From an optimization exercise on the open Yosys and OpenROAD flow, aimed at small area; shortcuts taken in it are not production practice. The RTL was checked by simulation tests, not by an equivalence proof against the original design.

==> flow/design.v (excerpt) <==
module tank_game_top
#(
    parameter int TICK_CYCLES = 200
) (
    input  wire         clk_100mhz,
    input  wire         rst,
    input  wire         press,
    input  wire         move_btn,
    input  wire         shoot_btn,
    input  wire [1:0]   dir_in,
    input  wire         spawn_valid,
    input  wire [9:0]   spawn_x,
    input  wire [9:0]   spawn_y,
    output logic        running,
    output logic [9:0]  player_x,
    output logic [9:0]  player_y,
    output logic [1:0]  player_dir,
    output logic [$clog2(8 + 1) - 1:0] bullet_count,
    output logic [$clog2(4 + 1) - 1:0] target_count,
    output logic [4*4 - 1:0]          score
);
    function automatic logic [5:0] step6(input logic [5:0] a, input logic dn);
        logic c;
        c = 1'b1;
        for (int i = 0; i < 6; i++) begin
            step6[i] = a[i] ^ c;
            c = c & (a[i] ^ dn);
        end
    endfunction
    function automatic logic [5:0] step6c(input logic [5:0] a, input logic dn, input logic cin);
        logic c;
        c = cin;
        for (int i = 0; i < 6; i++) begin
            step6c[i] = a[i] ^ c;
            c = c & (a[i] ^ dn);
        end
    endfunction
  ...
export LEC_CHECK = 0
export CAP_MARGIN = 20
export CORE_MARGIN = 2
export CORE_UTILIZATION = 60
export SLEW_MARGIN = 20
create_clock -name core_clock -period 10.0 [get_ports {clk_100mhz}]
standard.sh (not shown) runs the stock make flow with config.mk's settings and CLKGATE_MAP_FILE= SYNTH_SCRIPT=/design/flow/synth_recipe.tcl, a recipe that flattens the netlist after the stock synthesis.
==> flow/flow/run.sh <==
#!/bin/bash
# Layout flow: the standard flow, except that
#  - synthesis maps the logic between the flip-flops with an area-oriented
#    ABC script (flow/area.abc) instead of ORFS's delay-oriented one, and
#    leaves adders to ABC (no full/half-adder cell extraction). Flip-flop
#    mapping and names, flattening and renaming are the standard
#    synthesis's, so the registers are the standard synthesis's;
#  - the clock tree is built with the options in flow/cts_args.
set -euo pipefail
work=$(pwd)

# ORFS scripts with only the ABC script replaced
rm -rf "$work/scripts_area"
cp -r "$FLOW_HOME/scripts" "$work/scripts_area"
cp "$work/flow/area.abc" "$work/scripts_area/abc_speed.script"

# synthesis: standard.sh's make command with the copied scripts
sed 's|^make -C |make SCRIPTS_DIR='"$work"'/scripts_area ADDER_MAP_FILE= -C |' standard.sh > standard_area.sh
grep -q "SCRIPTS_DIR=$work/scripts_area" standard_area.sh
bash standard_area.sh synth > synth.log 2>&1

# the rest of the standard layout, with the clock tree options in flow/cts_args
export CTS_ARGS="$(cat "$work/flow/cts_args")"
bash standard.sh finish > layout.log 2>&1
==> flow/flow/area.abc <==
strash
dch
map -a
mfs2
strash
dch
map -a
mfs2
strash
dch
map -a
topo
stime -c
==> flow/flow/cts_args <==
-sink_clustering_enable -repair_clock_nets -sink_clustering_size 18 -sink_clustering_max_diameter 80 -buf_list sky130_fd_sc_hd__clkbuf_8 -root_buf sky130_fd_sc_hd__clkbuf_8 -tree_buf sky130_fd_sc_hd__clkbuf_8 -dont_use_dummy_load
The first run ran to the end with no violations.
Change:
--- a/flow/design.v
+++ b/flow/design.v
@@ -75,42 +75,53 @@
         logic c;
         c = 1'b1;
         for (int i = 0; i < 8; i++) begin
             inc8[i] = a[i] ^ c;
             c = c & a[i];
         end
     endfunction
-    logic [2:0] btn_s0, btn_s1, btn_s2, btn_edge;
+    logic [1:0] btn_s0, btn_s1, btn_s2, btn_edge;
     logic [1:0] dir_s0, dir_s1;
     always_ff @(posedge clk_100mhz) begin
         if (rst) begin
             btn_s0   <= '0;
             btn_s1   <= '0;
             btn_s2   <= '0;
             btn_edge <= '0;
             dir_s0   <= 2'd1;
             dir_s1   <= 2'd1;
         end else begin
-            btn_s0   <= {shoot_btn, move_btn, press};
+            btn_s0   <= {shoot_btn, move_btn};
             btn_s1   <= btn_s0;
             btn_s2   <= btn_s1;
             btn_edge <= btn_s1 & ~btn_s2;
             dir_s0   <= dir_in;
             dir_s1   <= dir_s0;
         end
     end
     logic [7:0] ph;
+    logic [7:4] ph_hi;
+    logic [3:0] ph_lo;
+    logic [7:0] ph_inc;
     logic       ph_end;
     logic       first;
     logic       block;
     logic       step;
-    assign ph_end = ph[7] & ph[6] & ph[2] & ph[1] & ph[0];
+    assign ph     = {ph_hi, ph_lo};
+    assign ph_inc = inc8(ph);
+    assign ph_end = running & ph[7] & ph[6] & ph[2] & ph[1] & ph[0];
     always_ff @(posedge clk_100mhz) begin
-        if (rst || !running || ph_end) ph <= '0;
-        else                           ph <= inc8(ph);
+        if (rst || !running || ph_end) ph_hi <= '0;
+        else                           ph_hi <= ph_inc[7:4];
+        if (rst || ph_end || (!running && ph_lo[3]))
+            ph_lo <= '0;
+        else if (running)
+            ph_lo <= ph_inc[3:0];
+        else
+            ph_lo <= {ph_lo[1] & ~ph_lo[2], ph_lo[1], ph_lo[0], press};
         if (rst || !running) first <= 1'b1;
         else if (ph_end)     first <= 1'b0;
     end
     assign block = !first && ph[7:3] == 5'd0;
     assign step  = !first && ph[7:4] == 4'd0 && (ph[3] ? ph[2:0] == 3'd0 : ph[2:0] != 3'd0);
     logic [5:0] px, py;
     logic [1:0] pdir;
@@ -138,22 +149,22 @@
         if (rst) begin
             running <= 1'b0;
             px      <= '0;
             py      <= '0;
             pdir    <= 2'd1;
             wr_req  <= 1'b0;
         end else begin
-            if (btn_edge[0]) running <= 1'b1;
-            if (running && btn_edge[1]) begin
+            if (ph_lo[3]) running <= 1'b1;
+            if (running && btn_edge[0]) begin
                 pdir <= dir_s1;
                 px <= step6c(px, ~dir_s1[0], !dir_s1[1] && px != (dir_s1[0] ? 6'd57 : 6'd0));
                 py <= step6c(py, ~dir_s1[0],  dir_s1[1] && py != (dir_s1[0] ? 6'd42 : 6'd0));
             end
             if (wr_gnt) wr_req <= 1'b0;
-            else if (running && btn_edge[2] && !(&valid) && mok) wr_req <= 1'b1;
+            else if (running && btn_edge[1] && !(&valid) && mok) wr_req <= 1'b1;
         end
     end
     always_ff @(posedge clk_100mhz) begin
         if (!wr_req) begin
             wr_m   <= mm;
             wr_f   <= mf;
             wr_dir <= pdir;
What happened: Design area came out lower by 1.8%. Clock-buffer cell count is unchanged. Cell count came out lower by about 2.5%. Sequential share of layout area came out higher by 0.20 points. Core utilization came out lower by 0.51 points. Wire length came out lower by 3.6%. Area after synthesis came out lower by about 2%.

separate check: timing with driven ports:
Ports are ideal in the flow. The routed layouts listed here were re-timed in OpenROAD. Step 1, drivers: a clkbuf_16 drives clk_100mhz and a buf_2 each remaining input, both assumed. Step 2 moves the port delays by t, midway between the first and last clock arrival at a register: inputs arrive t later, outputs are due t later. That takes back most of the time a late clock gives input paths. a / b / c = no drivers / after step 1 / after step 2; a / b = the first two.
| run | t (ns) | setup WS [ns] | worst hold slack (ns) | worst setup path at the end | cell pins on the clock port's net |
|---|---|---|---|---|---|
| the first run | 0.545 | 4.861 / 4.819 / 4.902 | 0.329 / 0.329 / 0.329 | register to register | 1 |
| the second run | 0.541 | 4.553 / 4.553 / 4.553 | 0.313 / 0.313 / 0.313 | register to register | 1 |
After both steps setup and hold are still met in every run listed.
